Context: an optimization exercise on an open-source flow, tuned for small area, a short achievable clock period and few clock cycles. The choices shown serve that exercise and are no tape-out recipe.
In this exercise RTL edits were held to simulation tests only and were not proved equivalent to the original.

==> violet: inputs <==
// bitmap_page_allocator_unit
module bitmap_page_allocator_unit
#(
  parameter int unsigned MAX_PAGES = 4096
) (
  input  logic              clk_i,
  input  logic              rst_ni,
  input  logic              s_axis_tvalid,
  output logic              s_axis_tready,
  input  logic [31:0]       s_axis_tdata,    
  input  logic [KIND_W-1:0] s_axis_tuser,    
  output logic              m_axis_tvalid,
  input  logic              m_axis_tready,
  output logic [55:0]       m_axis_tdata,
  input  logic              psel,
  input  logic              penable,
  input  logic              pwrite,
  input  logic [APB_AW-1:0] paddr,
  input  logic [APB_DW-1:0] pwdata,
  output logic [APB_DW-1:0] prdata,
  output logic              pready
);
clock: 12.0 ns
lec_check: 0
cap_margin: 35
core_margin: 2
core_utilization: 40
slew_margin: 35
standard.sh (not shown) runs the stock make flow with config.mk's settings and CLKGATE_MAP_FILE= SYNTH_SCRIPT=/design/flow/synth_recipe.tcl, a recipe that flattens the netlist after the stock synthesis.
==> flow/flow/run.sh <==
#!/bin/bash
set -euo pipefail
bash standard.sh SETUP_SLACK_MARGIN=7 TNS_END_PERCENT=3 finish > orfs_make.log 2>&1
==> inputs of umber, as changes to violet <==
--- a/flow/design.v
+++ b/flow/design.v
@@ -74,42 +74,46 @@
   output logic [APB_DW-1:0] prdata,
   output logic              pready
 );
   localparam logic [CNT_W-1:0] LIM_MAX  = CNT_W'((MAX_PAGES > 4096) ? 4096 : MAX_PAGES);
   localparam logic [RW-1:0]    ONES     = '1;
-  localparam int unsigned      NCH      = RW / 8;     
+  localparam int unsigned      NCH      = RW / 16;    
   localparam int unsigned      NW       = RWB + 2;    
   function automatic logic [CNT_W-1:0] sat_step(input logic [CNT_W-1:0] c,
                                                 input logic [NW-1:0] n, input logic up);
     logic [CNT_W:0] s;
     logic           dn;
     dn = ~up;
     s  = {1'b0, c} + ((CNT_W + 1)'(n) ^ {(CNT_W + 1){dn}}) + (CNT_W + 1)'(dn);
     sat_step = s[CNT_W] ? (up ? CNT_MAX : '0) : s[CNT_W-1:0];
   endfunction
-  function automatic logic [4:0] pop16(input logic [15:0] v);
-    logic [1:0] s1 [8];
-    logic [2:0] s2 [4];
-    logic [3:0] s3 [2];
-    for (int i = 0; i < 8; i++) begin
+  function automatic logic [5:0] pop32(input logic [31:0] v);
+    logic [1:0] s1 [16];
+    logic [2:0] s2 [8];
+    logic [3:0] s3 [4];
+    logic [4:0] s4 [2];
+    for (int i = 0; i < 16; i++) begin
       s1[i] = 2'(v[2*i]) + 2'(v[2*i+1]);
     end
-    for (int i = 0; i < 4; i++) begin
+    for (int i = 0; i < 8; i++) begin
       s2[i] = 3'(s1[2*i]) + 3'(s1[2*i+1]);
     end
-    for (int i = 0; i < 2; i++) begin
+    for (int i = 0; i < 4; i++) begin
       s3[i] = 4'(s2[2*i]) + 4'(s2[2*i+1]);
     end
-    pop16 = 5'(s3[0]) + 5'(s3[1]);
+    for (int i = 0; i < 2; i++) begin
+      s4[i] = 5'(s3[2*i]) + 5'(s3[2*i+1]);
+    end
+    pop32 = 6'(s4[0]) + 6'(s4[1]);
   endfunction
   function automatic logic [RW-1:0] lowest(input logic [RW-1:0] v);
-    logic [RW-1:0] p;
-    p = v;
-    for (int d = 1; d < RW; d = d * 2) begin
-      p = p | (p << d);
+    logic [RW-1:0] pre;
+    pre[0] = 1'b0;
+    for (int i = 1; i < RW; i++) begin
+      pre[i] = pre[i-1] | v[i-1];
     end
-    lowest = v & ~(p << 1);
+    lowest = v & ~pre;
   endfunction
   function automatic logic [RWB-1:0] enc(input logic [RW-1:0] v);
     logic [RWB-1:0] r;
     r = '0;
     for (int i = 0; i < RW; i++) begin
@@ -349,40 +353,37 @@
     .rdata_o (rdo)
   );
   logic              c_v_q, c_upd_q, c_done_q, c_ok_q, c_found_q;
   logic              c_alloc_q, c_fup_q, c_rsv_q;     
   logic [IDX_W-1:0]  c_page_q;
-  logic [5*NCH-1:0]  c_pc_q;
+  logic [6*NCH-1:0]  c_pc_q;
   logic [NW-1:0]     c_n;
-  logic              k_v_q, k_upd_q, k_done_q, k_ok_q, k_fup_q, k_rsv_q;
-  logic [IDX_W-1:0]  k_page_q;
-  logic [NW-1:0]     k_n_q;
-  logic [CNT_W-1:0]  free_d, used_d, rsv_d, k_oth, k_free, k_othn;
+  logic [CNT_W-1:0]  free_d, used_d, rsv_d, c_oth, c_free, c_othn;
+  logic              c_upd;
   logic              push;
   always_comb begin
     c_n = '0;
     for (int k = 0; k < NCH; k++) begin
-      c_n = c_n + NW'(c_pc_q[5*k +: 5]);
+      c_n = c_n + NW'(c_pc_q[6*k +: 6]);
     end
     if (c_alloc_q) begin
       c_n = NW'(c_found_q);
     end
-  end
-  always_comb begin
-    k_oth  = k_rsv_q ? rsv_q : used_q;
-    k_free = sat_step(free_q, k_n_q, k_fup_q);
-    k_othn = sat_step(k_oth, k_n_q, ~k_fup_q);
-    free_d = k_upd_q ? k_free : free_q;
-    used_d = (k_upd_q && !k_rsv_q) ? k_othn : used_q;
-    rsv_d  = (k_upd_q && k_rsv_q) ? k_othn : rsv_q;
-    push   = en & k_v_q & k_done_q;
+    c_upd  = c_v_q & c_upd_q;
+    c_oth  = c_rsv_q ? rsv_q : used_q;
+    c_free = sat_step(free_q, c_n, c_fup_q);
+    c_othn = sat_step(c_oth, c_n, ~c_fup_q);
+    free_d = c_upd ? c_free : free_q;
+    used_d = (c_upd && !c_rsv_q) ? c_othn : used_q;
+    rsv_d  = (c_upd && c_rsv_q) ? c_othn : rsv_q;
+    push   = en & c_v_q & c_done_q;
   end
   logic              o0_v_q, o1_v_q;
   logic [51:0]       o0_q, o1_q;
   logic [51:0]       res;
   logic              pop;
-  assign res           = {rsv_d, used_d, free_d, k_ok_q, k_page_q};
+  assign res           = {rsv_d, used_d, free_d, c_ok_q, c_page_q};
   assign pop           = o0_v_q & m_axis_tready;
   assign en            = ~o1_v_q;
   assign m_axis_tvalid = o0_v_q;
   assign m_axis_tdata  = {4'b0000, o0_q};
   always_ff @(posedge clk_i) begin
@@ -412,34 +413,34 @@
         r_lrow_q  <= p_last[IDX_W-1:RWB];
         r_lo_q    <= p_first_q[RWB-1:0];
         r_hi_q    <= p_last[RWB-1:0];
         r_first_q <= 1'b1;
       end
-      d_e_q    <= d_e_d;
-      d_o_q    <= d_o_d;
-      m_eovf_q <= (n_row == RAW'(NROWS - 1));
-      if (usurp || r_alloc) begin
-        m_l0hi_q  <= (n_row == lim_lrow);
-        m_l1hi_q  <= (n_row1 == {1'b0, lim_lrow});
-        m_l1off_q <= (n_row1 > {1'b0, lim_lrow});
-        m_alast_q <= (n_row1 >= {1'b0, lim_lrow});
-      end else begin
-        m_l0hi_q  <= r_l0last;
-        m_l1hi_q  <= r_l1last;
-        m_l1off_q <= r_l0last;
-        m_alast_q <= 1'b0;
-      end
       if (m_hold || r_issue) begin
         if (a_cont) begin
           m_row_q  <= m_row_q + RAW'(2);
           m_row1_q <= m_row1_q + (RAW + 1)'(2);
           m_eidx_q <= m_eidx_q + BAW'(1);
           m_first_q <= 1'b0;
         end else begin
+          d_e_q    <= d_e_d;
+          d_o_q    <= d_o_d;
           m_row_q  <= n_row;
           m_row1_q <= n_row1;
           m_eidx_q <= n_eidx;
+          m_eovf_q <= (n_row == RAW'(NROWS - 1));
+          if (usurp || r_alloc) begin
+            m_l0hi_q  <= (n_row == lim_lrow);
+            m_l1hi_q  <= (n_row1 == {1'b0, lim_lrow});
+            m_l1off_q <= (n_row1 > {1'b0, lim_lrow});
+            m_alast_q <= (n_row1 >= {1'b0, lim_lrow});
+          end else begin
+            m_l0hi_q  <= r_l0last;
+            m_l1hi_q  <= r_l1last;
+            m_l1off_q <= r_l0last;
+            m_alast_q <= 1'b0;
+          end
         end
         if (!m_hold) begin
           m_kind_q  <= r_kind_q;
           m_alloc_q   <= (r_kind_q == KIND_ALLOC);
           m_free_q    <= (r_kind_q == KIND_FREE);
@@ -461,19 +462,12 @@
       c_rsv_q   <= (m_kind_q == KIND_RESERVE) || (m_kind_q == KIND_UNRESERVE);
       c_found_q <= found;
       c_ok_q    <= m_alloc_q ? (m_proc & found) : m_isrun_q;
       c_page_q  <= (m_alloc_q && m_proc && found) ? hit : '0;
       for (int k = 0; k < NCH; k++) begin
-        c_pc_q[5*k +: 5] <= pop16(chg[16*k +: 16]);
+        c_pc_q[6*k +: 6] <= pop32(chg[32*k +: 32]);
       end
-      k_upd_q  <= c_v_q & c_upd_q;
-      k_done_q <= c_done_q;
-      k_ok_q   <= c_ok_q;
-      k_fup_q  <= c_fup_q;
-      k_rsv_q  <= c_rsv_q;
-      k_page_q <= c_page_q;
-      k_n_q    <= c_n;
     end
   end
   always_ff @(posedge clk_i or negedge rst_ni) begin
     if (!rst_ni) begin
       clr_q      <= 1'b1;
@@ -487,11 +481,10 @@
       rsv_q      <= '0;
       r_v_q      <= 1'b0;
       m_v_q      <= 1'b0;
       m_wait_q   <= 1'b0;
       c_v_q      <= 1'b0;
-      k_v_q      <= 1'b0;
       o0_v_q     <= 1'b0;
       o1_v_q     <= 1'b0;
     end else begin
       clr_q <= cfg_wr;
       if (cfg_wr) begin
@@ -531,11 +524,10 @@
         end else begin
           m_v_q    <= r_issue;
           m_wait_q <= 1'b0;
         end
         c_v_q <= m_v_q & ~m_wait_q & ~mismatch;
-        k_v_q <= c_v_q;
       end
       if (pop) begin
         o0_v_q <= o1_v_q | push;
         o1_v_q <= 1'b0;
       end else if (push) begin
==> flow/run.sh (new file) <==
#!/bin/bash
# synth_recipe.tcl (not shown) runs the flow's synth.tcl, then flattens the netlist and writes it again
# the make line also repeats each setting of config.mk as NAME=value (left out here)
make -C /OpenROAD-flow-scripts/flow DESIGN_CONFIG=/design/flow/config.mk WORK_HOME=/design/flow/orfs CLKGATE_MAP_FILE= SYNTH_SCRIPT=/design/flow/synth_recipe.tcl finish
Settings changed: SETUP_SLACK_MARGIN set to 5.
removed: flow/flow/run.sh
removed: flow/standard.sh
==> summary of the runs <==
Count of clock-buffer cells in the layout: violet is lower than umber (18).
Of violet and umber, violet has the higher via count (gap 4.2%, measured against umber).
Against violet, the register-to-register slack of umber is worse by 1.0 ns.
Against umber, the area after synthesis of violet is higher by 1.5%.
Sequential share of layout area: umber is higher than violet (1.5 points).
In umber the synthesized cell count is smaller than in violet, by 4.5%.
First-iteration DRC count: violet is smaller than umber (about 2.5%).
Testbench counts of violet, summed over its fixed seeds: cycles 5,967.
Testbench counts of umber, summed over its fixed seeds: cycles 5,959.

[static timing again, ports no longer ideal]
In the flow no input, the clock included, has a driving cell. The finished layouts below were timed again as built, in two steps.
Step 1 sets driving cells, clkbuf_16 on the clock port and buf_2 on the other inputs (assumed; they add their load-dependent delay and slew).
Step 2, shift: input delay + t, output delay - t, t = (earliest + latest rising clock arrival at the registers) / 2. This alone moves slack from input paths to output paths.
Slacks: no drivers / after step 1 / after step 2; pairs: no drivers / after step 1.
run	t (ns)	setup WS [ns]	clock arrival spread, ns
violet	1.183	5.941 / 5.941 / 5.941	0.133 / 0.133
umber	1.136	4.932 / 4.932 / 4.932	0.083 / 0.083
After both steps every run listed still meets setup and hold.
